From an optimization exercise on the open Yosys and OpenROAD flow, aimed at small area, a short achievable clock period and few clock cycles per item; shortcuts taken in it are not production practice.
Function was checked by simulation only, so behaviour that the tests miss may differ from the original.
Power figures rest on the tool's default switching activity, not on a simulated workload.

==> design.v <==
package fss_pkg;
   localparam int BYTE_BITS         = 8;
   localparam int CSR_INDEX_BITS    = 3;
   localparam int CSR_DATA_BITS     = 64;
   localparam int MATCH_BITS        = 6;
   localparam int OFFSET_OUT_BITS   = 32;
   localparam int REG_PATTERN_BYTES = 31;
   localparam int PATTERN_REG_BITS  = 4 * CSR_DATA_BITS;
   localparam logic [MATCH_BITS-1:0] MIN_MATCHES_RESET = 6'd31;
   typedef enum logic [CSR_INDEX_BITS-1:0] {
      CSR_PATTERN_LO    = 3'd0,
      CSR_PATTERN_MID   = 3'd1,
      CSR_PATTERN_UPPER = 3'd2,
      CSR_PATTERN_TOP   = 3'd3,
      CSR_FINAL_BYTE    = 3'd4,
      CSR_MIN_MATCHES   = 3'd5
   } csr_index_type;
   typedef struct packed {
      logic [CSR_DATA_BITS-1:0] pattern_top;
      logic [CSR_DATA_BITS-1:0] pattern_upper;
      logic [CSR_DATA_BITS-1:0] pattern_mid;
      logic [CSR_DATA_BITS-1:0] pattern_lo;
      logic [BYTE_BITS-1:0]     final_byte;
      logic [MATCH_BITS-1:0]    min_matches;
   } cfg_type;
endpackage
import fss_pkg::*;
module fss_match #(
   parameter int PATTERN_LEN = 32
) (
   input  logic [BYTE_BITS-1:0]                           data_byte,
   input  logic [PATTERN_LEN-1:0][BYTE_BITS-1:0]          pattern,
   output logic [PATTERN_LEN-1:0]                         equal
);
   for (genvar j = 0; j < PATTERN_LEN; j++) begin : g_pos
      assign equal[j] = (data_byte == pattern[j]);
   end
endmodule
import fss_pkg::*;
module fuzzy_signature_scanner #(
   parameter int PATTERN_LEN = 32,
   parameter int OFFSET_BITS = 32
) (
   input  logic                      clock,
   input  logic                      reset,
   input  logic                      req_valid,
   output logic                      req_ready,
   input  logic [7:0]                req_data_byte,
   input  logic                      req_end_of_region,
   output logic                      rsp_valid,
   input  logic                      rsp_ready,
   output logic                      rsp_found,
   output logic [31:0]               rsp_hit_offset,
   input  logic                      csr_wr_en,
   input  logic [2:0]                csr_index,
   input  logic [63:0]               csr_wdata
);
   localparam int N = PATTERN_LEN;
   logic [REG_PATTERN_BYTES-1:0][BYTE_BITS-1:0] pat_ff;    
   logic [BYTE_BITS-1:0]                        final_ff;  
   logic [MATCH_BITS-1:0]                       min_ff;
   logic [CSR_DATA_BITS-1:0] wdata;
   logic [5:0]               wr;
   assign wdata = reset ? {{(CSR_DATA_BITS-MATCH_BITS){1'b0}}, MIN_MATCHES_RESET} : csr_wdata;
   for (genvar r = 0; r < 6; r++) begin : g_wr
      assign wr[r] = reset || (csr_wr_en && csr_index == 3'(r));
   end
   always_ff @(posedge clock) begin
      if (wr[CSR_PATTERN_LO])    pat_ff[7:0]   <= reset ? '0 : wdata;
      if (wr[CSR_PATTERN_MID])   pat_ff[15:8]  <= reset ? '0 : wdata;
      if (wr[CSR_PATTERN_UPPER]) pat_ff[23:16] <= reset ? '0 : wdata;
      if (wr[CSR_PATTERN_TOP])   pat_ff[30:24] <= reset ? '0 : wdata[55:0];
      if (wr[CSR_FINAL_BYTE])    final_ff      <= reset ? '0 : wdata[BYTE_BITS-1:0];
      if (wr[CSR_MIN_MATCHES])   min_ff        <= wdata[MATCH_BITS-1:0];
   end
   logic                 in_valid_ff;
   logic [BYTE_BITS-1:0] in_byte_ff;
   logic                 in_eor_ff;
   logic                 ready_ff;
   logic                   first_ff;      
   logic [4:0]             seen_ff;       
   logic                   past_ff;       
   logic                   hit_done_ff;   
   logic [OFFSET_BITS-1:0] off_ff;        
   logic                   rsp_valid_ff, rsp_found_ff;
   logic [N-1:1][5:0] part;
   logic [N-1:0][BYTE_BITS-1:0] pattern;
   logic [N-1:0]                equal;
   assign pattern = {final_ff, pat_ff};
   fss_match #(
      .PATTERN_LEN(N)
   ) u_match (
      .data_byte(in_byte_ff),
      .pattern  (pattern),
      .equal    (equal)
   );
   logic hd, live, risky, stall, go;
   logic hit_if_eq, hit_if_ne, hit_now, miss_now, report;
   assign hd    = hit_done_ff && !first_ff;
   assign live  = !first_ff && (&seen_ff) && !hd;
   assign risky = live || (in_eor_ff && !hd);
   assign stall = rsp_valid_ff && risky;
   assign go    = in_valid_ff && !stall;
   logic hit_if_eq_ff, hit_if_ne_ff;
   logic ge0, ge1, ge2;
   assign ge0 = {1'b0, part[2]} >= {1'b0, min_ff};
   assign ge1 = {1'b0, part[2]} + 7'd1 >= {1'b0, min_ff};
   assign ge2 = {1'b0, part[2]} + 7'd2 >= {1'b0, min_ff};
   assign hit_if_eq = equal[N-2] ? ge2 : ge1;
   assign hit_if_ne = equal[N-2] ? ge1 : ge0;
   assign hit_now   = live && (equal[N-1] ? hit_if_eq_ff : hit_if_ne_ff);
   assign miss_now  = in_eor_ff && !hd && !hit_now;
   assign report    = go && (hit_now || miss_now);
   logic                   in_valid_d, in_eor_d, first_d, hit_done_d, rsp_valid_d;
   logic [4:0]             seen_d;
   logic                   hd_d, live_d, risky_d, stall_d;
   logic [OFFSET_BITS-1:0] off_inc, off_d;
   logic                   off_upd, off_sel;
   always_comb begin
      in_valid_d  = (req_valid && ready_ff) || (in_valid_ff && !go);
      in_eor_d    = ready_ff ? req_end_of_region : in_eor_ff;
      first_d     = go ? in_eor_ff : first_ff;
      seen_d      = go ? (first_ff ? 5'd1 : ((&seen_ff) ? seen_ff : seen_ff + 5'd1)) : seen_ff;
      hit_done_d  = go ? (hd || hit_now) : hit_done_ff;
      rsp_valid_d = report || (rsp_valid_ff && !rsp_ready);
      hd_d    = hit_done_d && !first_d;
      live_d  = !first_d && (&seen_d) && !hd_d;
      risky_d = live_d || (in_eor_d && !hd_d);
      stall_d = rsp_valid_d && risky_d;
      off_inc = (off_ff == {{(OFFSET_BITS-6){1'b1}}, 6'b011111}) ? off_ff : off_ff + 1'b1;
      off_upd = go && (live || (in_eor_ff && !hd));
      off_sel = off_upd && past_ff && live && !miss_now;
      off_d   = ({OFFSET_BITS{!off_upd}} & off_ff) | ({OFFSET_BITS{off_sel}} & off_inc);
   end
   always_ff @(posedge clock) begin
      if (reset) begin
         in_valid_ff  <= 1'b0;
         ready_ff     <= 1'b1;
         first_ff     <= 1'b1;
         rsp_valid_ff <= 1'b0;
      end else begin
         in_valid_ff  <= in_valid_d;
         ready_ff     <= !(in_valid_d && stall_d);
         first_ff     <= first_d;
         rsp_valid_ff <= rsp_valid_d;
      end
   end
   always_ff @(posedge clock) begin
      if (ready_ff) begin
         in_byte_ff <= req_data_byte;
         in_eor_ff  <= req_end_of_region;
      end
      seen_ff     <= seen_d;
      hit_done_ff <= hit_done_d;
      if (go) begin
         past_ff <= !first_ff && (&seen_ff);
         hit_if_eq_ff <= hit_if_eq;
         hit_if_ne_ff <= hit_if_ne;
      end
      off_ff       <= off_d;
      rsp_found_ff <= (report && hit_now) || (!report && rsp_found_ff);
   end
   for (genvar k = 1; k < N; k++) begin : g_part
      localparam int W = $clog2(N - k + 1);
      logic [W-1:0] part_ff;
      if (k == N - 1) begin : g_last
         always_ff @(posedge clock)
            if (go) part_ff <= equal[0];
      end else begin : g_mid
         logic [W-1:0] part_src, part_inc, part_ones;
         assign part_src = W'(part[k+1]);
         always_comb begin
            part_ones[0] = 1'b1;
            for (int i = 1; i < W; i++)
               part_ones[i] = part_ones[i-1] && part_src[i-1];
            part_inc = part_src ^ (part_ones & {W{equal[N-1-k]}});
         end
         always_ff @(posedge clock)
            if (go) part_ff <= part_inc;
      end
      assign part[k] = 6'(part_ff);
   end
   assign req_ready      = ready_ff;
   assign rsp_valid      = rsp_valid_ff;
   assign rsp_found      = rsp_found_ff;
   assign rsp_hit_offset = off_ff;
endmodule
==> flow/run.sh <==
#!/bin/bash
set -euo pipefail
bash standard.sh \
  "BUFFER_PORTS_ARGS=-buffer_cell sky130_fd_sc_hd__buf_1" \
  "PRE_RESIZE_TCL=$PWD/flow/ports.tcl" \
  "CTS_ARGS=-sink_clustering_enable -repair_clock_nets -sink_clustering_size 30 -sink_clustering_max_diameter 80 -dont_use_dummy_load" \
  finish > flow.log 2>&1
==> flow/ports.tcl <==
# PRE_RESIZE hook: the port buffers start as buf_1; the inputs that fan out to many
# enables or feed long control paths get a stronger buffer.
foreach port {csr_wr_en csr_index[0] csr_index[1] csr_index[2] reset req_valid rsp_ready req_end_of_region} {
  foreach pin [get_pins -of_objects [get_nets $port]] {
    set inst [get_cells -of_objects $pin]
    set master [get_property [get_lib_cells -of_objects $inst] name]
    if {[string match "sky130_fd_sc_hd__buf_*" $master]} {
      puts "ports.tcl: [get_full_name $inst] ($master) -> sky130_fd_sc_hd__buf_4 for $port"
      replace_cell $inst sky130_fd_sc_hd__buf_4
    }
  }
}
==> standard.sh <==
#!/bin/bash
# synth_recipe.tcl (not shown) runs the flow's synth.tcl, then flattens the netlist and writes it again
# the make line also repeats each setting of config.mk as NAME=value (left out here)
make -C /OpenROAD-flow-scripts/flow DESIGN_CONFIG=/design/flow/config.mk WORK_HOME=/design/flow/orfs CLKGATE_MAP_FILE= SYNTH_SCRIPT=/design/flow/synth_recipe.tcl "${@:-finish}"
==> config.mk <==
export PLATFORM = sky130hd
export DESIGN_NAME = fuzzy_signature_scanner
export DESIGN_NICKNAME = fuzzy_signature_scanner
export VERILOG_FILES = /design/flow/design.v
export SDC_FILE = /design/flow/constraint.sdc
export NUM_CORES = 4
export LEC_CHECK = 0
export ABC_CLOCK_PERIOD_IN_PS = 2500
export CAP_MARGIN = 20
export CORE_MARGIN = 2
export CORE_UTILIZATION = 60
export CTS_CLUSTER_DIAMETER = 80
export CTS_CLUSTER_SIZE = 30
export SETUP_SLACK_MARGIN = 4.9
export SLEW_MARGIN = 20
==> constraint.sdc <==
create_clock -name core_clock -period 7.5 [get_ports {clock}]
set_input_delay 1.5000 -clock core_clock [delete_from_list [all_inputs] [get_ports {clock}]]
set_output_delay 1.5000 -clock core_clock [all_outputs]
set_load 0.01 [all_outputs]
==> run notes, run 1 <==
status=finished clean; logic gate share of total power=0.101; reg2reg path depth=8; Max Buffers Root-to-Sink=3; layout cells sized above 1=0.0976; top cells by count, synth=edfxtp_1, xnor2_1, nor2b_1; first-pass GRT wire length=62900 microns; placed cells=1982; slowest stage cell on the critical path=a21o_4; Hold Path Sink=off_ff[31]; Detailed Route Iter0 Violations=856; antenna viol nets, final=0; Yosys reg bits=441; final layout net count=1700; clock share of power=0.265; TritonRoute pass-1 iters=5; Synth cell types=58; Core ar.=33300 sq um; Final setup viols=0; Worst Max-Slew Pin Slew=0.966 ns; most frequent cell after synthesis=edfxtp_1; Switching Fraction=0.225; min-delay worst type=flip-flop to flip-flop; top cells by area, synth=edfxtp_1, xnor2_1, dfxtp_1; worst path cell trace=clkbuf_8 > a21o_4; hold path start=off_ff[31]; Syn Std Cell Area=20100 sq um; P_int=3.60 mW; post-synthesis cell count=1465; Vias=11300; PD cells=212 nW/um^2; wire per inst=20.3 microns; Post-Syn Nets=1595; VDD IR max=0.000213 V; Final Non-Filler Cells=2016; vias in the first global route=11000; Via density=5.59; CP delay by family, top=compound AO/OA/AOI/OAI gates; post-DP HPWL=26700 microns; routed wire length=41000 microns; I/O Pins=116; Buffers on Ports=115; Reg power frac=0.635; Ys Warns=1; LEAKAGE=7.41 nW; clock skew=0.0426 ns; Synth top area share=0.595; crit path DAT=2.76 ns; fmax=383 MHz; gr ovfl total=0; NetSw=1.04 mW; setup TNS=0 ns; clock-pin slew on the worst setup and hold paths=0.09 ns; gp weighted congestion=0.800; Final Worst Setup Slack=4.89 ns; hold_buf cts=0; Slew headroom=0.356; Critical Path Fanout Max=68; Post-synth ARST share=0; pre-CTS WS=3.85 ns; reg2reg start=in_byte_ff[5]; R2R setup slack=4.94 ns; Tot GR Track Use=0.235; CTS tree=yes; largest net degree at the start of global routing=85; Yosys top cell by area=edfxtp_1; fin crit period=2.61 ns; maxcap violations=0; register area share after synthesis=0.638; unrepaired setup endpoints after global routing=yes; Setup Crit Path Kind=primary input to flip-flop; Starting Density=0.604; Final period util=0.348; DRC violations left=0; die area=35000 sq um; H-tree levels=1; Buf/Inv on CP=1; die width=187 microns; CTS Root Cell=clkbuf_16; R2R Path End=off_ff[16]; hold depth=1; startpoint types=primary input; Synth Flop Type=edfxtp_1; Slew Viols, Final=0; Tot Pwr=4.64 mW; final hold vios=0; clock latency on the worst-skew pair=0.56 ns; P&R area growth vs syn=9.08%; Worst setup EP type=flip-flop; Post-synth EDFFs=398; ant diodes=0; Rows=67; Worst path max stage delay=0.73 ns; Clock Sinks=441; Data required, critical path=7.64 ns; syn avg cell area=13.7 sq um; CTS Buf Count=22; initial antenna violation count=0; Hold WS=0.457 ns; Die Y=187 microns
==> area by class of cell <==
type / instances / area [sq um]
multi-input cells: 944 / 7020
clock buffers: 22 / 551
inverters: 21 / 78.8
well taps: 448 / 561
repair buffers: 140 / 781
fillers: 2506 / 11400
flip-flops and latches: 441 / 12900
==> power groups by stage <==
stage | combinational, mW | clock, mW | sequential, mW
4_1_cts | 0.470 | 1.26 | 2.95
2_1_floorplan | 0.347 | 0 | 2.99
3_3_place_gp | 0.453 | 0 | 3.01
3_5_place_dp | 0.460 | 0 | 3.01
5_1_grt | 0.513 | 1.35 | 2.96
6_report | 0.467 | 1.23 | 2.94
==> per-stage QoR <==
step                      instance area [sq um]   util
final                                     21900  0.658
after global routing                      21900  0.658
after CTS                                 21800  0.654
after detailed placement                  21000  0.631
after global placement                    21000  0.630
after floorplan                           20200      -
==> logic make-up (layout without fill, tap and decap cells) <==
group                      Yosys count  in the layout  share of synthesized area
AOI/OAI and AO/OA                  113            113                     0.0376
xor gates and xnor gates           351            351                      0.153
adders and majority gates           49             49                     0.0305
buffers and inverters               80            183                     0.0178
DFF                                441            441                      0.638
muxes                                3              3                    0.00168
and+or+nand+nor                    428            428                      0.121
==> flip-flops by register name (all words and copies together), names as in the netlist, named ones only <==
| name | count |
|---|---|
| in_valid_ff | 1 |
| min_ff | 6 |
| g_part.part_ff | 124 |
| rsp_valid_ff | 1 |
| final_ff | 8 |
| in_eor_ff | 1 |
| ready_ff | 1 |
| hit_if_eq_ff | 1 |
| seen_ff | 5 |
| hit_if_ne_ff | 1 |
| hit_done_ff | 1 |
| past_ff | 1 |
| first_ff | 1 |
| off_ff | 32 |
| in_byte_ff | 8 |
| pat_ff | 248 |
==> worst max-delay path by stage <==
stage,start,end,slack (ns),cells past startpoint
floorplan,seen_ff[0],off_ff[11],3.28,7
global placement,first_ff,g_part[14].part_ff[2],3.97,5
detailed placement,first_ff,g_part[14].part_ff[2],3.85,5
CTS,flip-flop,rsp_found,4.88,1
global route,reset,pat_ff[219],4.82,2
finish,reset,pat_ff[30],4.89,2
==> per-layer routing <==
layer  vias to the layer above  part of all wire  GRT usage
li1                       5451                 -          -
met1                      5539              0.47      0.348
met2                       238              0.47      0.373
met3                        48             0.045     0.0295
met4                         0             0.022     0.0546
met5                         -                 0          0
==> cells in the final DEF (no fill, tap or decap), types with 21 or more instances in the layout <==
master / synthesis / routed
inv_1: 21 / 21
nor2b_1: 125 / 125
and3_1: 32 / 32
nand4_1: 71 / 71
nand2_1: 58 / 57
dfxtp_4: 0 / 24
a31oi_1: 22 / 21
xor2_1: 61 / 61
xnor2_1: 290 / 290
buf_1: 1 / 76
edfxtp_1: 398 / 398
a21oi_1: 29 / 29
clkbuf_16: 0 / 22
nor2_1: 50 / 49
nand3_1: 35 / 35
ha_1: 49 / 48
==> what timing repair did <==
action | 4_1_cts | 5_1_grt
buffers inserted | 4 | 8
cloned | 0 | 0
pin swaps | 0 | 2
endpoints found under the setup margin | 594 | 306
resized for setup | 86 | 31
Testbench counts, summed over its fixed seeds: cycles 35,186, bytes 35,180.
==> run 2: changes to the inputs <==
--- a/config.mk
+++ b/config.mk
@@ -11,5 +11,5 @@
 export CORE_UTILIZATION = 60
 export CTS_CLUSTER_DIAMETER = 80
 export CTS_CLUSTER_SIZE = 30
-export SETUP_SLACK_MARGIN = 4.9
+export SETUP_SLACK_MARGIN = 4.7
 export SLEW_MARGIN = 20
==> run 2 against run 1 <==
Area after synthesis unchanged. Critical endpoint is now pat_ff[24]. Critical path type unchanged. Clock power barely moved. Worst hold slack improved by 0.041 ns. Critical path depth rose by 1. Global-route usage up 0.083 points. Clock skew is essentially flat. First-iteration DRC count is 6.5% lower. Die area stayed put. Largest cell class unchanged. Design area shrank 1.2%. Still clean on timing, DRC and antenna.
==> run notes, run 2 <==
Die Y=187 microns (unchanged); reg2reg path depth=7 (-1); Worst setup EP type=flip-flop; R2R Path End=ready_ff; VDD IR max=0.000207 V (-2.7%); Hold Path Sink=off_ff[28]; Synth cell types=58 (unchanged); Synth Flop Type=edfxtp_1; layout cells sized above 1=0.0521 (-0.0455); Tot GR Track Use=0.235 (+0.000828); final layout net count=1688 (-0.71%); Post-synth EDFFs=398 (unchanged); placed instance area=21000 sq um (about the same); placed cells=1981 (-0.050%); CTS tree=yes; Yosys top cell by area=edfxtp_1; fin crit period=2.86 ns (+0.247 ns); syn avg cell area=13.7 sq um (unchanged); CTS Buf Count=22 (unchanged); CTS Root Cell=clkbuf_16; antenna viol nets, final=0 (unchanged); Core ar.=33300 sq um (unchanged); Setup Fix Bufs, Post-CTS=0 (-4); Slew headroom=0.347 (-0.00910); clock-pin slew on the worst setup and hold paths=0.07 ns (-0.02 ns); top cells by count, synth=edfxtp_1, xnor2_1, nor2b_1; crit path DAT=3.01 ns (+0.25 ns); unrepaired setup endpoints after global routing=yes; largest net degree at the start of global routing=75 (-12%); I/O Pins=116 (unchanged); Synth top area share=0.595 (unchanged); Reg with most FFs=pat_ff; Vias=11400 (+0.97%); gr ovfl total=0 (unchanged); vias in the first global route=11000 (+0.69%); Detailed Route Iter0 Violations=800 (-6.5%); DRC violations left=0 (unchanged); hold path start=off_ff[28]; Rows=67 (unchanged); Post-Syn Nets=1595 (unchanged); min-delay worst type=flip-flop to flip-flop; Starting Density=0.604 (unchanged); setup TNS=0 ns (unchanged); PD cells=215 nW/um^2 (+1.5%); LEAKAGE=7.19 nW (-3.0%); initial antenna violation count=4 (+4); top cells by area, synth=edfxtp_1, xnor2_1, dfxtp_1; startpoint types=primary input; status=finished clean; Final period util=0.381 (+0.0329); Buffers on Ports=115 (unchanged); routed wire length=41200 microns (+0.50%); gp weighted congestion=0.780 (-2.5%); fmax=350 MHz (-8.6%); max reg flops=248 (unchanged); clock skew=0.0422 ns (-0.000338 ns); H-tree levels=1 (unchanged); post-synthesis cell count=1465 (unchanged); die area=35000 sq um (unchanged); register area share after synthesis=0.638 (unchanged); most common cell after layout, fill and taps aside=edfxtp_1; Ys Warns=1 (unchanged); clock latency on the worst-skew pair=0.56 ns (about the same); maxcap violations=0 (unchanged); P&R area growth vs syn=7.81%; final hold vios=0 (unchanged); Slew Viols, Final=0 (unchanged); Max Buffers Root-to-Sink=3 (unchanged); Syn Std Cell Area=20100 sq um (unchanged); Post-synth ARST share=0 (unchanged); Worst Max-Slew Pin Slew=0.980 ns (+0.0137 ns); biggest regs=pat_ff (248), g_part.part_ff (124), off_ff (32); post-route cell area=21700 sq um (-1.2%); Final Non-Filler Cells=2005 (-0.55%); Clock Sinks=441 (unchanged); hold depth=1 (unchanged); Data required, critical path=7.65 ns (about the same); TritonRoute pass-1 iters=5 (unchanged); Yosys reg bits=441 (unchanged); first-pass GRT wire length=63000 microns (+0.17%); Via density=5.68 (+1.5%); R2R setup slack=4.90 ns (-0.04 ns); wire per inst=20.5 microns (+1.0%); post-DP HPWL=26600 microns (about the same); die width=187 microns (unchanged); Critical Path Fanout Max=64 (-5.9%); Setup Crit Path Kind=primary input to flip-flop; Tot Pwr=4.65 mW (+0.33%); reg2reg start=first_ff; most frequent cell after synthesis=edfxtp_1; Hold WS=0.498 ns (+0.0411 ns); Final setup viols=0 (unchanged); commonest non-fill, non-tap cells in the layout=edfxtp_1, xnor2_1, nor2b_1
==> run 2: cell count changes in the layout (fill, tap and decap cells not counted), moves of 2 or more <==
cell	previous run	this run
clkbuf_2	12	0
clkbuf_8	2	0
buf_1	76	107
dfxtp_1	7	35
buf_2	18	0
dfxtp_4	24	1
dfxtp_2	12	7
buf_4	19	8
==> run 2: cell families after synthesis <==
logic type	Yosys count	synth area share
and+or+nand+nor	428	0.121
AOI/OAI and AO/OA	113	0.0376
adders and majority gates	49	0.0305
muxes	3	0.00168
DFF	441	0.638
buffers and inverters	80	0.0178
xor gates and xnor gates	351	0.153
==> run 2: layout make-up <==
type,instances,area [sq um]
Antenna cell,1,2.50
Clock buffer,22,551
Fill cell,2541,11600
Inverter,21,78.8
Multi-Input combinational cell,945,7030
Sequential cell,441,12800
Tap cell,448,561
Timing Repair Buffer,127,611
==> run 2: stage by stage <==
stage	worst slack (ns)	utilization
floorplan	3.28	-
global placement	3.97	0.630
detailed placement	3.87	0.631
CTS	4.61	0.649
global route	4.61	0.651
finish	4.64	0.651
==> run 2: report_power, final <==
group          leakage, nW  total, mW  internal [mW]  switching (mW)
Clock                0.271       1.24          0.525           0.715
Sequential            4.19       2.95           2.87          0.0841
Combinational         2.73      0.460          0.206           0.254
==> run 2: worst max path at each step <==
stage	start	end
finish	csr_index[1]	pat_ff[24]
global placement	first_ff	g_part[19].part_ff[3]
CTS	first_ff	off_ff[11]
detailed placement	first_ff	g_part[17].part_ff[3]
global route	reset	pat_ff[19]
floorplan	seen_ff[0]	off_ff[11]
==> run 2: worst max-delay path, stage by stage <==
cell    delay [ns]
buf_4         0.12
nor2_1        0.49
a21o_4        0.80
==> run 2: layer usage <==
layer,GRT usage,part of all wire
met2,0.367,0.46
met5,0,0.00066
met1,0.347,0.46
met4,0.0553,0.021
met3,0.0435,0.064
==> run 2: what timing repair did <==
action                     CTS  global route
resized for setup           10            17
gates cloned                 1             0
pin swaps                    0             1
hold buffers                 0             0
setup endpoints to repair  251           267
==> run 3: changes to the inputs <==
--- a/config.mk
+++ b/config.mk
@@ -8,8 +8,8 @@
 export ABC_CLOCK_PERIOD_IN_PS = 2500
 export CAP_MARGIN = 20
 export CORE_MARGIN = 2
-export CORE_UTILIZATION = 60
+export CORE_UTILIZATION = 70
 export CTS_CLUSTER_DIAMETER = 80
 export CTS_CLUSTER_SIZE = 30
-export SETUP_SLACK_MARGIN = 4.7
+export SETUP_SLACK_MARGIN = 4.8
 export SLEW_MARGIN = 20
==> run 3 against run 2 <==
Via count grew 0.61%. Largest power group unchanged. Maximum frequency up 0.78%. Clock skew rose by 0.015 ns. Routed wire length fell by 3.2%. Sequential power barely moved. Utilization is 11 points higher. Synthesized cell count stayed put. Sequential cell count stayed put.
==> run notes, run 3 <==
clock skew=0.0570 ns (+0.0148 ns); Final period util=0.378 (-0.00294); Synth top area share=0.595 (unchanged); antenna viol nets, final=0 (unchanged); final hold vios=0 (unchanged); first-pass GRT wire length=61200 microns (-2.8%); Setup Fix Bufs, Post-CTS=0 (unchanged); most frequent cell after synthesis=edfxtp_1; CTS Buf Count=19 (-14%); CTS tree=yes; multi-input logic area=7040 sq um (+0.23%); reg2reg start=in_byte_ff[2]; gp weighted congestion=0.823 (+5.6%); final layout net count=1686 (-0.12%); biggest regs=pat_ff (248), g_part.part_ff (124), off_ff (32); Synth Flop Type=edfxtp_1; fin crit period=2.84 ns (-0.0220 ns); Starting Density=0.706 (+0.102); worst path cell trace=buf_4 > a21o_4; maxcap violations=0 (unchanged); register area share after synthesis=0.638 (unchanged); Die Y=173 microns (-7.3%); utilization after layout=0.756 (+0.105); setup TNS=0 ns (unchanged); Buffers on Ports=115 (unchanged); crit path DAT=2.95 ns (-0.06 ns); Crit. Startpoint=reset; Post-Syn Nets=1595 (unchanged); Rows=62 (-7.5%); status=finished clean; Vias=11500 (+0.61%); Synth cell types=58 (unchanged); slowest stage cell on the critical path=a21o_4; Yosys reg bits=441 (unchanged); Yosys top cell by area=edfxtp_1; Tot GR Track Use=0.264 (+0.0283); Setup Crit Path Kind=primary input to flip-flop; largest net degree at the start of global routing=77 (+2.7%); ant diodes=0 (-1); wire per inst=20.6 microns (+0.16%); Worst setup EP type=flip-flop; Post-synth ARST share=0 (unchanged); clock-pin slew on the worst setup and hold paths=0.11 ns (+0.04 ns); Worst Max-Slew Pin Slew=0.961 ns (-0.0185 ns); Syn Std Cell Area=20100 sq um (unchanged); most common cell after layout, fill and taps aside=edfxtp_1; DRC violations left=0 (unchanged); LEAKAGE=7.17 nW (-0.26%); fmax=353 MHz (+0.78%); H-tree levels=1 (unchanged); PD cells=211 nW/um^2 (-1.6%); die width=173 microns (-7.3%); layout cells sized above 1=0.0547 (+0.00264); routed wire length=39900 microns (-3.2%); CP delay by family, top=compound AO/OA/AOI/OAI gates; Data required, critical path=7.62 ns (-0.03 ns); syn avg cell area=13.7 sq um (unchanged); Post-synth EDFFs=398 (unchanged); Core ar.=28500 sq um (-14%); min-delay worst type=flip-flop to flip-flop; unrepaired setup endpoints after global routing=yes; commonest non-fill, non-tap cells in the layout=edfxtp_1, xnor2_1, nor2b_1; Fill cells=1856 (-27%); clock latency on the worst-skew pair=0.54 ns (-0.02 ns); TritonRoute pass-1 iters=5 (unchanged); VDD IR max=0.000198 V (-4.4%); Worst path max stage delay=0.77 ns (-0.03 ns); Ys Warns=1 (unchanged); Clock Sinks=441 (unchanged); top cells by count, synth=edfxtp_1, xnor2_1, nor2b_1; post-synthesis cell count=1465 (unchanged); Critical Path Fanout Max=75 (+17%); vias in the first global route=11200 (+1.8%); startpoint types=primary input; top cells by area, synth=edfxtp_1, xnor2_1, dfxtp_1; Tot Pwr=4.55 mW (-2.2%); die area=30100 sq um (-14%); Slew Viols, Final=0 (unchanged); post-DP HPWL=25900 microns (-2.7%); Buf/Inv on CP=1 (unchanged); Detailed Route Iter0 Violations=1076 (+35%); hold path start=off_ff[25]; gr ovfl total=0 (unchanged); Slew headroom=0.359 (+0.0123); initial antenna violation count=1 (-3); I/O Pins=116 (unchanged); register area=12800 sq um (about the same); max reg flops=248 (unchanged); Via density=5.91 (+4.1%); CTS Root Cell=clkbuf_16; Max Buffers Root-to-Sink=3 (unchanged); Reg with most FFs=pat_ff; Final setup viols=0 (unchanged); P&R area growth vs syn=7.18%
## run 3: cell counts after synthesis
No cell type changed its count.
## run 3: layout make-up
cell class	count	area share
clock buffer	19	0.0221
inverter	21	0.00366
multi-input combinational	946	0.327
sequential	441	0.596
tap	384	0.0223
timing repair buffer	127	0.0285
## run 3: logic make-up after synthesis
kind of cell               count (synthesis)  share of synthesized area
AOI/OAI and AO/OA                        113                     0.0376
xor gates and xnor gates                 351                      0.153
adders and majority gates                 49                     0.0305
buffers and inverters                     80                     0.0178
DFF                                      441                      0.638
muxes                                      3                    0.00168
and+or+nand+nor                          428                      0.121
## run 3: through the flow
step	area, sq um	cells	worst slack [ns]	hold slack [ns]
after floorplan	20200	1465	3.28	0.492
after global placement	20900	1917	3.96	0.466
after detailed placement	20900	1917	3.86	0.482
after CTS	21500	1937	4.61	0.500
after global routing	21500	1938	4.58	0.519
final	21500	1938	4.66	0.497
## run 3: power by group
group | internal [mW] | switching [mW]
clock | 0.458 | 0.675
combinational | 0.207 | 0.256
sequential | 2.87 | 0.0862
total | 3.53 | 1.02
## run 3: path summary, 6_finish.rpt
check           endpoint  slack (ns)  cells past startpoint
max          pat_ff[187]        4.66                      2
min           off_ff[25]        0.50                      2
max reg2reg   off_ff[16]        4.90                      8
min reg2reg   off_ff[25]        0.50                      2
## run 3: timing repair
action	4_1_cts	5_1_grt
endpoints found under the setup margin	524	456
gates cloned	1	1
resized for setup	17	20
hold buffers	0	0
## run 3: routing by layer
layer  track usage  share of wire  routed length (microns)
met1         0.375           0.44                    17500
met5             0              0                        0
met4        0.0533          0.020                      795
met2         0.448           0.49                    19500
met3        0.0294          0.052                     2080
==> run 4: changes to the inputs <==
--- a/config.mk
+++ b/config.mk
@@ -8,7 +8,7 @@
 export ABC_CLOCK_PERIOD_IN_PS = 2500
 export CAP_MARGIN = 20
 export CORE_MARGIN = 2
-export CORE_UTILIZATION = 70
+export CORE_UTILIZATION = 65
 export CTS_CLUSTER_DIAMETER = 80
 export CTS_CLUSTER_SIZE = 30
 export SETUP_SLACK_MARGIN = 4.8
==> run 4 against run 3 <==
Final cell count is 1.2% higher. Combinational power hardly changed. Area after synthesis stayed put. Maximum frequency is 3.7% higher. Die area is 7.5% higher. Utilization is 4.6 points lower. First-iteration DRC count is 13% lower. Register-to-register slack better by 0.10 ns. Critical endpoint is now pat_ff[25].
==> run notes, run 4 <==
clock-pin slew on the worst setup and hold paths=0.10 ns (about the same); register area share after synthesis=0.638 (unchanged); hold_buf cts=0 (unchanged); CTS tree=yes; final layout net count=1698 (+0.71%); R2R setup slack=5.00 ns (+0.10 ns); Slew headroom=0.367 (+0.00777); crit path DAT=2.86 ns (-0.09 ns); Worst setup EP type=flip-flop; Synth cell types=58 (unchanged); VDD IR max=0.000185 V (-6.6%); Ys Warns=1 (unchanged); most frequent cell after synthesis=edfxtp_1; Yosys reg bits=441 (unchanged); PD cells=212 nW/um^2 (+0.46%); hold depth=1 (-1); I/O Pins=116 (unchanged); Max Buffers Root-to-Sink=3 (unchanged); Clock Sinks=441 (unchanged); clock latency on the worst-skew pair=0.55 ns (about the same); hold path start=off_ff[18]; biggest regs=pat_ff (248), g_part.part_ff (124), off_ff (32); TritonRoute pass-1 iters=5 (unchanged); min-delay worst type=flip-flop to flip-flop; LEAKAGE=7.26 nW (+1.2%); Synth top area share=0.595 (unchanged); largest net degree at the start of global routing=95 (+23%); Post-Syn Nets=1595 (unchanged); Detailed Route Iter0 Violations=936 (-13%); setup TNS=0 ns (unchanged); P&R area growth vs syn=7.93%; Buffers on Ports=115 (unchanged); Syn Std Cell Area=20100 sq um (unchanged); Worst path max stage delay=0.80 ns (+0.03 ns); antenna viol nets, final=0 (unchanged); Post-synth ARST share=0 (unchanged); worst path cell trace=buf_4 > nor2_1 > a21o_4; commonest non-fill, non-tap cells in the layout=edfxtp_1, xnor2_1, nor2b_1; post-synthesis cell count=1465 (unchanged); Worst Max-Slew Pin Slew=0.950 ns (-0.0117 ns); ant diodes=0 (unchanged); reg2reg start=in_byte_ff[4]; routed wire length=40100 microns (+0.47%); Vias=11500 (+0.20%); final hold vios=0 (unchanged); wire per inst=20.4 microns (-0.76%); Tot GR Track Use=0.245 (-0.0185); Core ar.=30500 sq um (+7.2%); initial antenna violation count=3 (+2); Post-synth EDFFs=398 (unchanged); fmax=366 MHz (+3.7%); gr ovfl total=0 (unchanged); top cells by area, synth=edfxtp_1, xnor2_1, dfxtp_1; Tot Pwr=4.61 mW (+1.2%); top cells by count, synth=edfxtp_1, xnor2_1, nor2b_1; post-DP HPWL=26400 microns (+1.8%); CTS Root Cell=clkbuf_16; layout cells sized above 1=0.0696 (+0.0149); Hold Path Sink=off_ff[18]; die width=180 microns (+3.7%); Slew Viols, Final=0 (unchanged); Die Y=180 microns (+3.7%); syn avg cell area=13.7 sq um (unchanged); Data required, critical path=7.62 ns (about the same); status=finished clean; first-pass GRT wire length=61700 microns (+0.77%); Critical Path Fanout Max=64 (-15%); Synth Flop Type=edfxtp_1; vias in the first global route=11200 (-0.50%); reg2reg path depth=8 (unchanged); DRC violations left=0 (unchanged); die area=32300 sq um (+7.5%); Fill cells=2074 (+12%); multi-input logic area=7030 sq um (-0.23%); Yosys top cell by area=edfxtp_1; Final period util=0.365 (-0.0134); gp weighted congestion=0.842 (+2.3%); maxcap violations=0 (unchanged); CTS Buf Count=21 (+2); R2R Path End=off_ff[16]; max reg flops=248 (unchanged); slowest stage cell on the critical path=a21o_4; Reg with most FFs=pat_ff; register area=12900 sq um (+0.12%); Rows=64 (+3.2%); H-tree levels=1 (unchanged); most common cell after layout, fill and taps aside=edfxtp_1; unrepaired setup endpoints after global routing=yes; startpoint types=primary input; Setup Crit Path Kind=primary input to flip-flop; Starting Density=0.658 (-0.0472); Via density=5.85 (-1.0%); Final setup viols=0 (unchanged); clock skew=0.0555 ns (-0.00149 ns); fin crit period=2.74 ns (-0.101 ns)
## run 4: cell counts after synthesis
No cell type changed its count.
## run 4: cell type report
cell class,count,share of cell area
inverters,21,0.00364
clock buffers,21,0.0242
multi-input cells,945,0.324
repair buffers,138,0.0323
well taps,396,0.0229
flip-flops and latches,441,0.593
## run 4: stage by stage
step	instances	hold WS, ns	utilization	area (sq um)	worst slack [ns]
final	1962	0.480	0.711	21700	4.76
after global routing	1962	0.509	0.711	21700	4.71
after CTS	1950	0.498	0.706	21500	4.79
after detailed placement	1929	0.484	0.686	20900	3.91
after global placement	1929	0.464	0.685	20900	4.00
after floorplan	1465	0.492	-	20200	3.28
## run 4: report_power, final
group / internal (mW) / switching (mW)
sequential: 2.87 / 0.0853
combinational: 0.208 / 0.253
clock: 0.503 / 0.686
total: 3.58 / 1.02
## run 4: worst max-delay path, delay by kind of cell
family / cells / cell delay (ns)
buffers and inverters: 1 / 0.11
and+or+nand+nor: 1 / 0.39
AOI/OAI and AO/OA: 1 / 0.80
## run 4: routing by layer
| metal | GRT usage | routed length (microns) |
|---|---|---|
| met2 | 0.400 | 19100 |
| met5 | 0 | 9 |
| met3 | 0.0348 | 2190 |
| met1 | 0.357 | 18100 |
| met4 | 0.0511 | 653 |
## run 4: worst max path at each step
stage                       startpoint               endpoint  slack [ns]
after global routing      csr_index[1]            pat_ff[110]        4.71
after global placement        first_ff  g_part[22].part_ff[3]        4.00
after floorplan             seen_ff[0]             off_ff[11]        3.28
after detailed placement      first_ff  g_part[22].part_ff[3]        3.91
after CTS                        reset             pat_ff[89]        4.79
final                     csr_index[1]             pat_ff[25]        4.76
## run 4: cells by family after synthesis
group | Yosys count | share of synthesized area
flops | 441 | 0.638
simple gates | 428 | 0.121
xor+xnor | 351 | 0.153
compound gates | 113 | 0.0376
buf+inv | 80 | 0.0178
fa+ha+maj | 49 | 0.0305
mux | 3 | 0.00168
## run 4: repair_timing
action | in CTS | in global routing
resized for setup | 33 | 16
gates cloned | 0 | 1
setup endpoints to repair | 316 | 177
setup buffers | 0 | 11
endpoints found under the hold margin | 0 | 0
pin swaps | 0 | 2
==> run 5: changes to the inputs <==
--- a/config.mk
+++ b/config.mk
@@ -8,8 +8,8 @@
 export ABC_CLOCK_PERIOD_IN_PS = 2500
 export CAP_MARGIN = 20
 export CORE_MARGIN = 2
-export CORE_UTILIZATION = 65
+export CORE_UTILIZATION = 60
 export CTS_CLUSTER_DIAMETER = 80
 export CTS_CLUSTER_SIZE = 30
-export SETUP_SLACK_MARGIN = 4.8
+export SETUP_SLACK_MARGIN = 4.85
 export SLEW_MARGIN = 20
==> run 5 against run 4 <==
Still clean on timing, DRC and antenna. Combinational power grew 1%. Clock-buffer cell count increased by 1. Worst hold slack got worse by 0.0055 ns. First-iteration DRC count is 13% lower. Non-clock buffer count fell by 4. Sequential cell count unchanged. Critical path type is now flip-flop to output pin. Highest routed layer is now met4.
==> run notes, run 5 <==
post-route cell area=21800 sq um (+0.54%); Vias=11300 (-1.8%); Buffers on Ports=115 (unchanged); met1 usage=0.348 (-0.00914); hold path start=off_ff[30]; Yosys reg bits=441 (unchanged); Post-synth ARST share=0 (unchanged); reg2reg start=in_byte_ff[2]; utilization after layout=0.655 (-0.0557); Syn Std Cell Area=20100 sq um (unchanged); Setup Crit Path Kind=flip-flop to output pin; gr ovfl total=0 (unchanged); die area=35000 sq um (+8.1%); clock latency on the worst-skew pair=0.56 ns (about the same); post-DP HPWL=26700 microns (+1.1%); setup TNS=0 ns (unchanged); register area share after synthesis=0.638 (unchanged); Starting Density=0.604 (-0.0548); Detailed Route Iter0 Violations=813 (-13%); Final period util=0.348 (-0.0166); Crit. Startpoint=off_ff[29]; largest net degree at the start of global routing=85 (-11%); grt met2 use=0.371 (-0.0287); CP delay by family, top=flip-flops; unrepaired setup endpoints after global routing=yes; TritonRoute pass-1 iters=5 (unchanged); Die Y=187 microns (+4.0%); post-synthesis cell count=1465 (unchanged); initial antenna violation count=0 (-3); Slew Viols, Final=0 (unchanged); VDD IR max=0.000213 V (+15%); layout cells sized above 1=0.0743 (+0.00466); Worst Max-Slew Pin Slew=0.955 ns (+0.00579 ns); Post-synth EDFFs=398 (unchanged); Final setup viols=0 (unchanged); wire per inst=20.3 microns (-0.41%); ant diodes=0 (unchanged); commonest non-fill, non-tap cells in the layout=edfxtp_1, xnor2_1, nor2b_1; Tot GR Track Use=0.234 (-0.0112); die width=187 microns (+4.0%); fin crit period=2.61 ns (-0.125 ns); final hold vios=0 (unchanged); maxcap violations=0 (unchanged); gr busiest metal=met2; CTS Root Cell=clkbuf_16; syn avg cell area=13.7 sq um (unchanged); I/O Pins=116 (unchanged); Data required, critical path=6.00 ns (-1.62 ns); Post-Syn Nets=1595 (unchanged); fmax=383 MHz (+4.8%); Buf/Inv on CP=1 (unchanged); hold depth=1 (unchanged); P&R area growth vs syn=8.51%; top cells by count, synth=edfxtp_1, xnor2_1, nor2b_1; H-tree levels=1 (unchanged); Max Buffers Root-to-Sink=3 (unchanged); Rows=67 (+4.7%); met3 Use GR=0.0298 (-0.00501); DRC violations left=0 (unchanged); CTS tree=yes; Core ar.=33300 sq um (+9.1%); CTS Buf Count=22 (+4.8%); clock skew=0.0411 ns (-0.0145 ns); top cells by area, synth=edfxtp_1, xnor2_1, dfxtp_1; register area=12900 sq um (+0.18%); placed instance area=21000 sq um (+0.35%); min-delay worst type=flip-flop to flip-flop; Yosys top cell by area=edfxtp_1; Worst path max stage delay=0.40 ns (-0.40 ns); Slew headroom=0.363 (-0.00386); clock-pin slew on the worst setup and hold paths=0.09 ns (about the same); crit path DAT=1.11 ns (-1.75 ns); most frequent cell after synthesis=edfxtp_1; R2R Path End=off_ff[16]; max reg flops=248 (unchanged); gp weighted congestion=0.800 (-5.0%); Ys Warns=1 (unchanged); routed wire length=40900 microns (+2.0%); startpoint types=flip-flop; PD cells=213 nW/um^2 (+0.33%); worst path cell trace=buf_1; vias in the first global route=10900 (-2.2%); Tot Pwr=4.65 mW (+0.87%); Critical Path Fanout Max=7 (-89%); Synth Flop Type=edfxtp_1; final layout net count=1694 (-0.24%); multi-input logic area=7020 sq um (about the same); Clock Sinks=441 (unchanged); Synth cell types=58 (unchanged); Fill cells=2523 (+22%); Hold Path Sink=off_ff[30]; most common cell after layout, fill and taps aside=edfxtp_1; slowest stage cell on the critical path=dfxtp_2; Via density=5.61 (-4.2%); first-pass GRT wire length=62800 microns (+1.8%); antenna viol nets, final=0 (unchanged); LEAKAGE=7.27 nW (+0.24%); Worst setup EP type=output pin; Reg with most FFs=pat_ff; reg2reg path depth=8 (unchanged); biggest regs=pat_ff (248), g_part.part_ff (124), off_ff (32); R2R setup slack=4.92 ns (-0.08 ns); Synth top area share=0.595 (unchanged); status=finished clean; hold_buf cts=0 (unchanged)
-- run 5: cell counts after synthesis --
No cell type changed its count.
-- run 5: power by group --
group / internal, mW / switching [mW] / total (mW)
clock: 0.525 / 0.704 / 1.23
sequential: 2.87 / 0.0831 / 2.95
combinational: 0.210 / 0.257 / 0.467
total: 3.60 / 1.04 / 4.65
-- run 5: how the worst max path moves through the flow --
stage | to | slack, ns | cells past startpoint
detailed placement | g_part[14].part_ff[2] | 3.85 | 5
CTS | rsp_hit_offset[15] | 4.85 | 1
global route | pat_ff[219] | 4.82 | 2
floorplan | off_ff[11] | 3.28 | 7
finish | rsp_hit_offset[29] | 4.89 | 1
global placement | g_part[14].part_ff[2] | 3.97 | 5
-- run 5: logic make-up (layout without fill, tap and decap cells) --
logic type	count (synthesis)	after routing	share of synthesized area
fa+ha+maj	49	49	0.0305
flops	441	441	0.638
simple gates	428	428	0.121
buf+inv	80	177	0.0178
xor+xnor	351	351	0.153
compound gates	113	113	0.0376
mux	3	3	0.00168
-- run 5: cell type report --
class / count / area share
clock buffers: 22 / 0.0253
inverters: 21 / 0.00362
repair buffers: 134 / 0.0326
well taps: 448 / 0.0257
flip-flops and latches: 441 / 0.591
multi-input cells: 944 / 0.322
-- run 5: through the flow --
step / hold slack (ns) / setup WS, ns / cells
after floorplan: 0.492 / 3.28 / 1465
after global placement: 0.467 / 3.97 / 1982
after detailed placement: 0.477 / 3.85 / 1982
after CTS: 0.487 / 4.85 / 2006
after global routing: 0.491 / 4.82 / 2010
final: 0.474 / 4.89 / 2010
-- run 5: metal layers --
metal | wire length, microns | vias to the layer above
li1 | - | 5444
met1 | 19300 | 5543
met2 | 19000 | 231
met3 | 1650 | 50
met4 | 914 | 0
met5 | 0 | -
-- run 5: timing repair --
action                     in CTS  in global routing
setup endpoints to repair     577                181
hold endpoints to repair        0                  0
pin swaps                       0                  2
setup buffers                   2                  4
gates resized for setup        44                 29
==> run 6: changes to the inputs <==
--- a/flow/ports.tcl
+++ b/flow/ports.tcl
@@ -10,3 +10,6 @@
     }
   }
 }
+# A fanout limit, so that the resizer builds buffer trees for the wide enables (CSR writes,
+# the match counters' step) before timing repair.
+set_max_fanout 16 [current_design]
--- a/config.mk
+++ b/config.mk
@@ -11,5 +11,5 @@
 export CORE_UTILIZATION = 60
 export CTS_CLUSTER_DIAMETER = 80
 export CTS_CLUSTER_SIZE = 30
-export SETUP_SLACK_MARGIN = 4.85
+export SETUP_SLACK_MARGIN = 4.8
 export SLEW_MARGIN = 20
==> run 6 against run 5 <==
Sequential share of layout area shrank 1.2 points. Via count grew 3.2%. Clock power is essentially flat. Critical endpoint is now rsp_hit_offset[12]. Largest power group unchanged.
==> run notes, run 6 <==
Ys Warns=1 (unchanged); Worst path max stage delay=0.46 ns (+0.06 ns); largest net degree at the start of global routing=31 (-64%); maxcap violations=0 (unchanged); hold depth=1 (unchanged); clock latency on the worst-skew pair=0.56 ns (about the same); CTS tree=yes; Yosys reg bits=441 (unchanged); Slew Viols, Final=0 (unchanged); Slew headroom=0.570 (+0.207); hold path start=off_ff[18]; Met2 Routed Length=21100 microns (+11%); mux cell area share after synthesis=0.00168 (unchanged); top cells by area, synth=edfxtp_1, xnor2_1, dfxtp_1; CP delay by family, top=flip-flops; logic gate share of total power=0.109 (+0.009); max reg flops=248 (unchanged); hold_buf cts=0 (unchanged); commonest non-fill, non-tap cells in the layout=edfxtp_1, xnor2_1, nor2b_1; Worst Max-Slew Pin Slew=0.643 ns (-0.313 ns); Synth cell types=58 (unchanged); routed wire length=44300 microns (+8.5%); min-delay worst type=flip-flop to flip-flop; Syn Std Cell Area=20100 sq um (unchanged); unrepaired setup endpoints after global routing=yes; reg2reg start=in_byte_ff[2]; R2R Path End=off_ff[24]; syn avg cell area=13.7 sq um (unchanged); M1 WL=19900 microns (+3.0%); most common cell after layout, fill and taps aside=edfxtp_1; Detailed Route Iter0 Violations=851 (+4.7%); Hold WS=0.489 ns (+0.0147 ns); post-synthesis cell count=1465 (unchanged); Reg power frac=0.632 (-0.003); Worst setup EP type=output pin; setup TNS=0 ns (unchanged); Vias=11600 (+3.2%); Max Buffers Root-to-Sink=3 (unchanged); Via density=5.63 (+0.41%); Tot GR Track Use=0.254 (+0.0198); Buffers on Ports=115 (unchanged); VDD IR max=0.000198 V (-7.0%); clock skew=0.0680 ns (+0.0270 ns); top cells by count, synth=edfxtp_1, xnor2_1, nor2b_1; WL met3=2470 microns (+50%); antenna viol nets, final=0 (unchanged); LEAKAGE=7.53 nW (+3.5%); Switching Fraction=0.229 (+0.00390); die width=187 microns (unchanged); largest family of logic cells by synthesized area=XOR/XNOR gates; P&R area growth vs syn=10.6%; XOR/XNOR share of the synthesized area=0.153 (unchanged); Data required, critical path=6.00 ns (about the same); Post-Syn Nets=1595 (unchanged); final layout net count=1749 (+3.2%); wire per inst=21.5 microns (+5.6%); top routing layer in use=met4; Final setup viols=0 (unchanged); vias in the first global route=11300 (+3.7%); die area=35000 sq um (unchanged); reg2reg path depth=11 (+3); TritonRoute pass-1 iters=5 (unchanged); clock share of power=0.259 (-0.005); slowest stage cell on the critical path=dfxtp_2; CTS Buf Count=21 (-4.5%); Clock Sinks=441 (unchanged); CTS Root Cell=clkbuf_16; Die Y=187 microns (unchanged); Post-synth EDFFs=398 (unchanged); gp weighted congestion=0.800 (unchanged); P_int=3.60 mW (about the same); worst path cell trace=buf_1; Starting Density=0.604 (unchanged); fin crit period=2.67 ns (+0.0586 ns); clock-pin slew on the worst setup and hold paths=0.11 ns (+0.02 ns); ant diodes=0 (unchanged); gr ovfl total=0 (unchanged); biggest regs=pat_ff (248), g_part.part_ff (124), off_ff (32); DRC violations left=0 (unchanged); Post-synth ARST share=0 (unchanged); R2R setup slack=4.91 ns (about the same); Setup Crit Path Kind=flip-flop to output pin; Adder-Cell Fraction of Synth Area=0.0305 (unchanged); Critical Path Fanout Max=12 (+5); Synth top area share=0.595 (unchanged); Hold Path Sink=off_ff[18]; post-synthesis compound-gate area fraction=0.0376 (unchanged); Final period util=0.356 (+0.00781); layout cells sized above 1=0.103 (+0.0290); fmax=375 MHz (-2.2%); H-tree levels=1 (unchanged); post-DP HPWL=32200 microns (+21%); PD cells=210 nW/um^2 (-1.4%); I/O Pins=116 (unchanged); NetSw=1.07 mW (+2.2%); Yosys top cell by area=edfxtp_1; first-pass GRT wire length=67100 microns (+6.9%); status=finished clean; startpoint types=flip-flop; register area share after synthesis=0.638 (unchanged); final hold vios=0 (unchanged); Synth Flop Type=edfxtp_1; Core ar.=33300 sq um (unchanged); crit path DAT=1.17 ns (+0.06 ns); Rows=67 (unchanged); Buf/Inv on CP=1 (unchanged); most frequent cell after synthesis=edfxtp_1; initial antenna violation count=2 (+2); Reg with most FFs=pat_ff; Post-Synth Simple-Gate Area=0.121 (unchanged)
## run 6: power groups by stage
| stage | clock [mW] | combinational, mW | sequential [mW] |
|---|---|---|---|
| final | 1.21 | 0.507 | 2.95 |
| after global routing | 1.31 | 0.552 | 2.97 |
| after CTS | 1.23 | 0.504 | 2.95 |
| after detailed placement | 0 | 0.502 | 3.01 |
| after global placement | 0 | 0.453 | 3.01 |
| after floorplan | 0 | 0.347 | 2.99 |
## run 6: cell type report
cell class,count,area (sq um)
inverter,21,78.8
tap,448,561
timing repair buffer,190,1100
multi-input combinational,944,7100
sequential,441,12800
fill,2525,11100
clock buffer,21,526
## run 6: kinds of logic (layout without fill, tap and decap cells)
| group | after synthesis | in the layout |
|---|---|---|
| multiplexers | 3 | 3 |
| flip-flops | 441 | 441 |
| XOR/XNOR | 351 | 351 |
| adder cells (fa/ha/maj) | 49 | 49 |
| AO/OA/AOI/OAI | 113 | 113 |
| AND/OR/NAND/NOR | 428 | 428 |
| buffers and inverters | 80 | 232 |
## run 6: timing repair
action,4_1_cts,5_1_grt
endpoints found under the setup margin,786,175
buffers inserted,0,6
gates cloned,0,0
resized for setup,282,40
pin swaps,1,4
## run 6: worst max path at each step
stage	from	to	slack (ns)	depth (start not counted)
global placement	first_ff	g_part[14].part_ff[2]	3.97	5
CTS	in_byte_ff[4]	off_ff[24]	4.80	11
finish	off_ff[12]	rsp_hit_offset[12]	4.83	1
global route	in_byte_ff[6]	off_ff[24]	4.77	11
floorplan	seen_ff[0]	off_ff[11]	3.28	7
detailed placement	reset	pat_ff[103]	1.50	7
## run 6: stage by stage
stage	setup WS [ns]	util	area, sq um	total power, mW	std cells
finish	4.83	0.667	22200	4.67	2065
global route	4.77	0.667	22200	4.84	2065
CTS	4.80	0.663	22100	4.69	2059
detailed placement	1.50	0.647	21500	3.51	2038
global placement	3.97	0.630	21000	3.46	1982
floorplan	3.28	-	20200	3.34	1465
## run 6: metal layers
layer,vias to the layer above,track usage
li1,5551,-
met1,5715,0.363
met2,307,0.419
met3,51,0.0345
met4,0,0.0565
met5,-,0
==> run 7: changes to the inputs <==
--- a/flow/ports.tcl
+++ b/flow/ports.tcl
@@ -12,4 +12,4 @@
 }
 # A fanout limit, so that the resizer builds buffer trees for the wide enables (CSR writes,
 # the match counters' step) before timing repair.
-set_max_fanout 16 [current_design]
+set_max_fanout 24 [current_design]
==> run 7 against run 6 <==
Still clean on timing, DRC and antenna. Total power increased by 0.16%. Setup slack got worse by 0.058 ns. Synthesized cell count unchanged. Global-route usage increased by 0.27 points. Sequential power about the same. Clock skew decreased by 0.0070 ns. Via count increased by 0.52%. Maximum frequency decreased by 2.1%.
==> run notes, run 7 <==
most frequent cell after synthesis=edfxtp_1; Clock Sinks=441 (unchanged); most common cell after layout, fill and taps aside=edfxtp_1; initial antenna violation count=4 (+2); fin crit period=2.73 ns (+0.0578 ns); Post-synth EDFFs=398 (unchanged); Reg power frac=0.631 (about the same); Fill cells=2478 (-1.9%); Ys Warns=1 (unchanged); wire per inst=22.1 microns (+2.8%); post-synthesis cell count=1465 (unchanged); maxcap violations=0 (unchanged); Tot GR Track Use=0.256 (+0.00270); clock-pin slew on the worst setup and hold paths=0.11 ns (about the same); commonest non-fill, non-tap cells in the layout=edfxtp_1, xnor2_1, nor2b_1; reg2reg path depth=11 (unchanged); clock skew=0.0610 ns (-0.00701 ns); Yosys top cell by area=edfxtp_1; R2R setup slack=4.77 ns (-0.14 ns); Worst setup EP type=flip-flop; Setup Crit Path Kind=flip-flop to flip-flop; R2R Path End=off_ff[16]; utilization after layout=0.667 (about the same); clock share of power=0.259 (about the same); Vias=11700 (+0.52%); VDD IR max=0.000183 V (-7.8%); layout cells sized above 1=0.0878 (-0.0155); Final Worst Setup Slack=4.77 ns (-0.0578 ns); post-route cell area=22200 sq um (about the same); die area=35000 sq um (unchanged); fmax=367 MHz (-2.1%); min-delay worst type=flip-flop to flip-flop; placed instance area=21200 sq um (-1.3%); reg2reg start=in_byte_ff[4]; Syn Std Cell Area=20100 sq um (unchanged); Final period util=0.364 (+0.00771); CTS Root Cell=clkbuf_16; Slew headroom=0.438 (-0.132); Detailed Route Iter0 Violations=977 (+15%); top cells by count, synth=edfxtp_1, xnor2_1, nor2b_1; P_int=3.60 mW (about the same); Yosys reg bits=441 (unchanged); hold_buf cts=0 (unchanged); unrepaired setup endpoints after global routing=yes; Via density=5.72 (+1.6%); routed wire length=45100 microns (+1.7%); ant diodes=0 (unchanged); TritonRoute pass-1 iters=5 (unchanged); biggest regs=pat_ff (248), g_part.part_ff (124), off_ff (32); pre-CTS WS=1.44 ns (-0.0525 ns); Die Y=187 microns (unchanged); I/O Pins=116 (unchanged); Synth Flop Type=edfxtp_1; CTS tree=yes; vias in the first global route=11300 (-0.079%); final layout net count=1727 (-1.3%); Rows=67 (unchanged); startpoint types=flip-flop; Post-Syn Nets=1595 (unchanged); Synth top area share=0.595 (unchanged); first-pass GRT wire length=67800 microns (+0.98%); gp weighted congestion=0.800 (unchanged); Max Buffers Root-to-Sink=3 (unchanged); top cells by area, synth=edfxtp_1, xnor2_1, dfxtp_1; gr ovfl total=0 (unchanged); register area=12800 sq um (about the same); Data required, critical path=7.93 ns (+1.93 ns); Slew Viols, Final=0 (unchanged); LEAKAGE=7.50 nW (-0.37%); H-tree levels=1 (unchanged); Crit. Startpoint=in_byte_ff[4]; Final setup viols=0 (unchanged); P&R area growth vs syn=10.5% (about the same); die width=187 microns (unchanged); antenna viol nets, final=0 (unchanged); clock latency on the worst-skew pair=0.56 ns (about the same); setup TNS=0 ns (unchanged); Synth cell types=58 (unchanged); Core ar.=33300 sq um (unchanged); Buffers on Ports=115 (unchanged); syn avg cell area=13.7 sq um (unchanged); Reg with most FFs=pat_ff; max reg flops=248 (unchanged); largest net degree at the start of global routing=31 (unchanged); multi-input logic area=7080 sq um (-0.32%); logic gate share of total power=0.110 (about the same); final hold vios=0 (unchanged); register area share after synthesis=0.638 (unchanged); CTS Buf Count=21 (unchanged); crit path DAT=3.16 ns (+1.99 ns); DRC violations left=0 (unchanged); post-DP HPWL=31200 microns (-3.2%); critical path endpoint=off_ff[16]; Post-synth ARST share=0 (unchanged); Starting Density=0.604 (unchanged); status=finished clean; NetSw=1.07 mW (+0.37%); Worst Max-Slew Pin Slew=0.844 ns (+0.201 ns); Switching Fraction=0.229 (+0.000474); Critical Path Fanout Max=24 (+12); PD cells=211 nW/um^2 (+0.21%)
-- run 7: worst min-delay path by stage --
stage / startpoint / end / slack, ns / cells after the start
3_3_place_gp: off_ff[28] / off_ff[28] / 0.47 / 1
5_1_grt: off_ff[18] / off_ff[18] / 0.52 / 1
3_5_place_dp: off_ff[31] / off_ff[31] / 0.48 / 1
4_1_cts: off_ff[31] / off_ff[31] / 0.50 / 1
2_1_floorplan: off_ff[31] / off_ff[31] / 0.49 / 1
6_report: off_ff[18] / off_ff[18] / 0.49 / 1
-- run 7: logic make-up (layout without fill, tap and decap cells) --
family	Yosys count	count (layout)	synth area share
flip-flops	441	441	0.638
AND/OR/NAND/NOR	428	428	0.121
XOR/XNOR	351	351	0.153
AO/OA/AOI/OAI	113	113	0.0376
buffers and inverters	80	210	0.0178
adder cells (fa/ha/maj)	49	49	0.0305
multiplexers	3	3	0.00168
-- run 7: per-stage QoR --
step	hold slack [ns]	total power, mW	cells
final	0.495	4.68	2043
after global routing	0.521	4.85	2043
after CTS	0.500	4.70	2039
after detailed placement	0.477	3.50	2015
after global placement	0.467	3.46	1982
after floorplan	0.492	3.34	1465
-- run 7: what timing repair did --
| item | CTS | global route |
|---|---|---|
| buffers inserted | 3 | 2 |
| pin swaps | 1 | 4 |
| cloned | 0 | 2 |
| gates resized for setup | 146 | 34 |
| hold endpoints to repair | 0 | 0 |
| endpoints found under the setup margin | 539 | 186 |
-- run 7: power groups by stage --
stage	combinational (mW)	sequential, mW	clock (mW)
2_1_floorplan	0.347	2.99	0
3_3_place_gp	0.453	3.01	0
3_5_place_dp	0.486	3.01	0
4_1_cts	0.504	2.95	1.24
5_1_grt	0.559	2.97	1.32
6_report	0.515	2.95	1.21
-- run 7: layer usage --
metal / global-route usage / vias to the layer above / share of wire
met5: 0 / - / 0.00029
met4: 0.0647 / 2 / 0.019
met3: 0.0259 / 49 / 0.051
met2: 0.420 / 289 / 0.48
met1: 0.373 / 5822 / 0.45
li1: - / 5523 / -
-- run 7: layout make-up --
type,count,share of cell area
clock buffer,21,0.0237
tap,448,0.0253
timing repair buffer,168,0.0498
inverter,21,0.00355
sequential,441,0.579
multi-input combinational,944,0.319
-- run 7: worst max-delay path: stages, from the launching register on --
cell      delay, ns
edfxtp_1       0.38
buf_6          0.19
buf_16         0.21
xnor2_2        0.22
nand4_1        0.21
nor4b_4        0.37
nor3_4         0.07
buf_4          0.16
buf_6          0.17
buf_8          0.18
and3_1         0.17
a221o_1        0.25
==> run 8: changes to the inputs <==
--- a/flow/ports.tcl
+++ b/flow/ports.tcl
@@ -10,6 +10,3 @@
     }
   }
 }
-# A fanout limit, so that the resizer builds buffer trees for the wide enables (CSR writes,
-# the match counters' step) before timing repair.
-set_max_fanout 24 [current_design]
--- a/config.mk
+++ b/config.mk
@@ -8,7 +8,7 @@
 export ABC_CLOCK_PERIOD_IN_PS = 2500
 export CAP_MARGIN = 20
 export CORE_MARGIN = 2
-export CORE_UTILIZATION = 60
+export CORE_UTILIZATION = 55
 export CTS_CLUSTER_DIAMETER = 80
 export CTS_CLUSTER_SIZE = 30
 export SETUP_SLACK_MARGIN = 4.8
==> run 8 against run 7 <==
Total power up 0.31%. Clock-buffer cell count up 2. Sequential power about the same. Critical endpoint is now pat_ff[60]. Largest cell class unchanged. Synthesized cell count unchanged. Still clean. Area after synthesis unchanged. Register-to-register slack better by 0.18 ns. Global-route usage down 3.5 points. Via count down 3.8%. Utilization down 5.7 points. Highest routed layer is now met4. Routed wire length down 7.5%. Die area up 8.9%. Worst hold slack worse by 0.0067 ns.
==> run notes, run 8 <==
status=finished clean; Yosys top cell by area=edfxtp_1; clock share of power=0.271 (+0.012); Switching Fraction=0.227 (-0.00189); Synth top area share=0.595 (unchanged); logic gate share of total power=0.100 (-0.010); Worst Max-Slew Pin Slew=0.997 ns (+0.153 ns); Detailed Route Iter0 Violations=740 (-24%); Post-Syn Nets=1595 (unchanged); post-route cell area=21800 sq um (-1.8%); die area=38100 sq um (+8.9%); Worst setup EP type=flip-flop; biggest regs=pat_ff (248), g_part.part_ff (124), off_ff (32); Die Y=195 microns (+4.4%); antenna viol nets, final=0 (unchanged); met3 Use GR=0.0206 (-0.00534); Clock Sinks=441 (unchanged); most frequent cell after synthesis=edfxtp_1; commonest non-fill, non-tap cells in the layout=edfxtp_1, xnor2_1, nor2b_1; P&R area growth vs syn=8.57%; startpoint types=primary input; wire per inst=20.6 microns (-6.5%); gr busiest metal=met2; Syn Std Cell Area=20100 sq um (unchanged); top cells by count, synth=edfxtp_1, xnor2_1, nor2b_1; setup TNS=0 ns (unchanged); placed cells=1994 (-1.0%); gp weighted congestion=0.764 (-4.5%); Worst path max stage delay=0.81 ns (+0.43 ns); maxcap violations=0 (unchanged); final layout net count=1693 (-2.0%); Slew Viols, Final=0 (unchanged); Synth cell types=58 (unchanged); most common cell after layout, fill and taps aside=edfxtp_1; ant diodes=0 (unchanged); Final setup viols=0 (unchanged); LEAKAGE=7.29 nW (-2.8%); Buf/Inv on CP=1 (-4); min-delay worst type=flip-flop to flip-flop; clock skew=0.0527 ns (-0.00831 ns); CP delay by family, top=compound AO/OA/AOI/OAI gates; Setup Crit Path Kind=primary input to flip-flop; met1 usage=0.332 (-0.0409); vias in the first global route=11100 (-2.0%); routed wire length=41700 microns (-7.5%); Yosys reg bits=441 (unchanged); fin crit period=2.77 ns (+0.0406 ns); Core ar.=35700 sq um (+7.4%); TritonRoute pass-1 iters=5 (unchanged); Post-synth EDFFs=398 (unchanged); NetSw=1.07 mW (-0.52%); PD cells=215 nW/um^2 (+2.1%); Reg power frac=0.629 (-0.002); unrepaired setup endpoints after global routing=yes; slowest stage cell on the critical path=a21o_4; Starting Density=0.562 (-0.0416); Max Buffers Root-to-Sink=3 (unchanged); Post-synth ARST share=0 (unchanged); grt met2 use=0.358 (-0.0615); final hold vios=0 (unchanged); Slew headroom=0.335 (-0.102); crit path DAT=2.91 ns (-0.25 ns); Reg with most FFs=pat_ff; Via density=5.56 (-2.8%); Hold WS=0.488 ns (-0.00667 ns); Synth Flop Type=edfxtp_1; fmax=361 MHz (-1.5%); H-tree levels=1 (unchanged); gr ovfl total=0 (unchanged); post-synthesis cell count=1465 (unchanged); utilization after layout=0.610 (-0.0568); first-pass GRT wire length=64700 microns (-4.5%); Rows=69 (+3.0%); I/O Pins=116 (unchanged); layout cells sized above 1=0.0692 (-0.0186); top cells by area, synth=edfxtp_1, xnor2_1, dfxtp_1; post-DP HPWL=27500 microns (-12%); Final Non-Filler Cells=2022 (-1.0%); Final Worst Setup Slack=4.73 ns (-0.0406 ns); worst path cell trace=clkbuf_4 > a21o_4; Critical Path Fanout Max=64 (+170%); placed instance area=21000 sq um (-1.1%); pre-CTS WS=3.85 ns (+2.41 ns); Buffers on Ports=115 (unchanged); Final period util=0.369 (+0.00541); clock latency on the worst-skew pair=0.56 ns (about the same); P_int=3.62 mW (+0.56%); Tot GR Track Use=0.222 (-0.0349); max reg flops=248 (unchanged); Data required, critical path=7.64 ns (-0.29 ns); DRC violations left=0 (unchanged); CTS Buf Count=23 (+9.5%); initial antenna violation count=2 (-2); syn avg cell area=13.7 sq um (unchanged); die width=195 microns (+4.4%); CTS tree=yes; CTS Root Cell=clkbuf_16; register area share after synthesis=0.638 (unchanged); VDD IR max=0.000206 V (+13%); R2R setup slack=4.95 ns (+0.18 ns); largest net degree at the start of global routing=87 (+180%); Vias=11200 (-3.8%); clock-pin slew on the worst setup and hold paths=0.12 ns (about the same); Tot Pwr=4.69 mW (+0.31%); Ys Warns=1 (unchanged)
-- run 8: layout make-up --
cell class	instances	area, sq um
multi-input cells	944	7040
flip-flops and latches	441	12900
inverters	21	78.8
well taps	461	577
repair buffers	132	681
fillers	2821	13900
clock buffers	23	576
-- run 8: repair_timing --
action / CTS / global route
resized for setup: 36 / 22
pin swaps: 0 / 1
setup buffers: 0 / 4
hold buffers: 0 / 0
endpoints found under the setup margin: 485 / 485
-- run 8: cells by family (layout without fill, tap and decap cells) --
family                   count (synthesis)  after routing  share of synthesized area
flip-flops                             441            441                      0.638
AND/OR/NAND/NOR                        428            428                      0.121
XOR/XNOR                               351            351                      0.153
AO/OA/AOI/OAI                          113            113                     0.0376
buffers and inverters                   80            176                     0.0178
adder cells (fa/ha/maj)                 49             49                     0.0305
multiplexers                             3              3                    0.00168
-- run 8: routing by layer --
| layer | vias up | part of all wire |
|---|---|---|
| met2 | 226 | 0.47 |
| met3 | 35 | 0.038 |
| met5 | - | 0 |
| li1 | 5434 | - |
| met4 | 0 | 0.018 |
| met1 | 5547 | 0.48 |
-- run 8: worst paths after layout --
kind              startpoint         end  cells past startpoint
hold reg to reg   off_ff[28]  off_ff[28]                      1
setup / recovery       reset  pat_ff[60]                      2
setup reg to reg    first_ff    ready_ff                      7
hold / removal    off_ff[28]  off_ff[28]                      1
-- run 8: worst reg2reg max path, stage by stage (launching register included) --
cell and delay, ns:
dfxtp_1 0.46, nand2b_1 0.29, a31oi_4 0.37, a21boi_4 0.26, clkbuf_16 0.37, mux2_2 0.26
a31oi_1 0.08, a2111o_1 0.39
-- run 8: power groups by stage --
| stage | Combinational, mW | Clock [mW] | Sequential, mW |
|---|---|---|---|
| final | 0.467 | 1.27 | 2.95 |
| after global placement | 0.454 | 0 | 3.01 |
| after global routing | 0.518 | 1.39 | 2.97 |
| after detailed placement | 0.460 | 0 | 3.01 |
| after CTS | 0.467 | 1.31 | 2.95 |
| after floorplan | 0.347 | 0 | 2.99 |

## port drivers added, routing unchanged
The results above use ideal ports. As a check the final layouts listed here were re-extracted and re-timed, cells and wires unchanged.
Step 1 assumes that a clkbuf_16 drives the clock port and a buf_2 every other input.
Step 2, shift: input delay + t, output delay - t, t = (earliest + latest rising clock arrival at the registers) / 2. This alone moves slack from input paths to output paths.
Three values: ideal ports, drivers, drivers and shift; two values: the first two.
| run | t, ns | setup WS [ns] | hold slack, ns | latest minus earliest clock arrival (ns) | pins driven straight from the clock port |
|---|---|---|---|---|---|
| run 1 | 0.594 | 4.888 / 4.852 / 4.315 | 0.457 / 0.457 / 0.457 | 0.045 / 0.044 | 1 |
| run 2 | 0.591 | 4.641 / 4.673 / 4.082 | 0.498 / 0.498 / 0.498 | 0.046 / 0.046 | 1 |
| run 3 | 0.572 | 4.663 / 4.690 / 4.118 | 0.497 / 0.497 / 0.497 | 0.064 / 0.064 | 1 |
| run 4 | 0.576 | 4.764 / 4.791 / 4.221 | 0.480 / 0.480 / 0.480 | 0.059 / 0.059 | 1 |
| run 5 | 0.594 | 4.889 / 4.834 / 4.325 | 0.474 / 0.474 / 0.474 | 0.042 / 0.042 | 1 |
| run 6 | 0.581 | 4.830 / 4.776 / 4.315 | 0.489 / 0.489 / 0.489 | 0.074 / 0.074 | 1 |
| run 7 | 0.590 | 4.772 / 4.772 / 4.289 | 0.495 / 0.495 / 0.495 | 0.064 / 0.064 | 1 |
| run 8 | 0.585 | 4.732 / 4.760 / 4.175 | 0.488 / 0.488 / 0.488 | 0.067 / 0.066 | 1 |
After both steps every run listed still meets setup and hold. The setup slack of run 1, which loses most, moves by -0.036 ns with the drivers and by -0.573 ns with both steps.
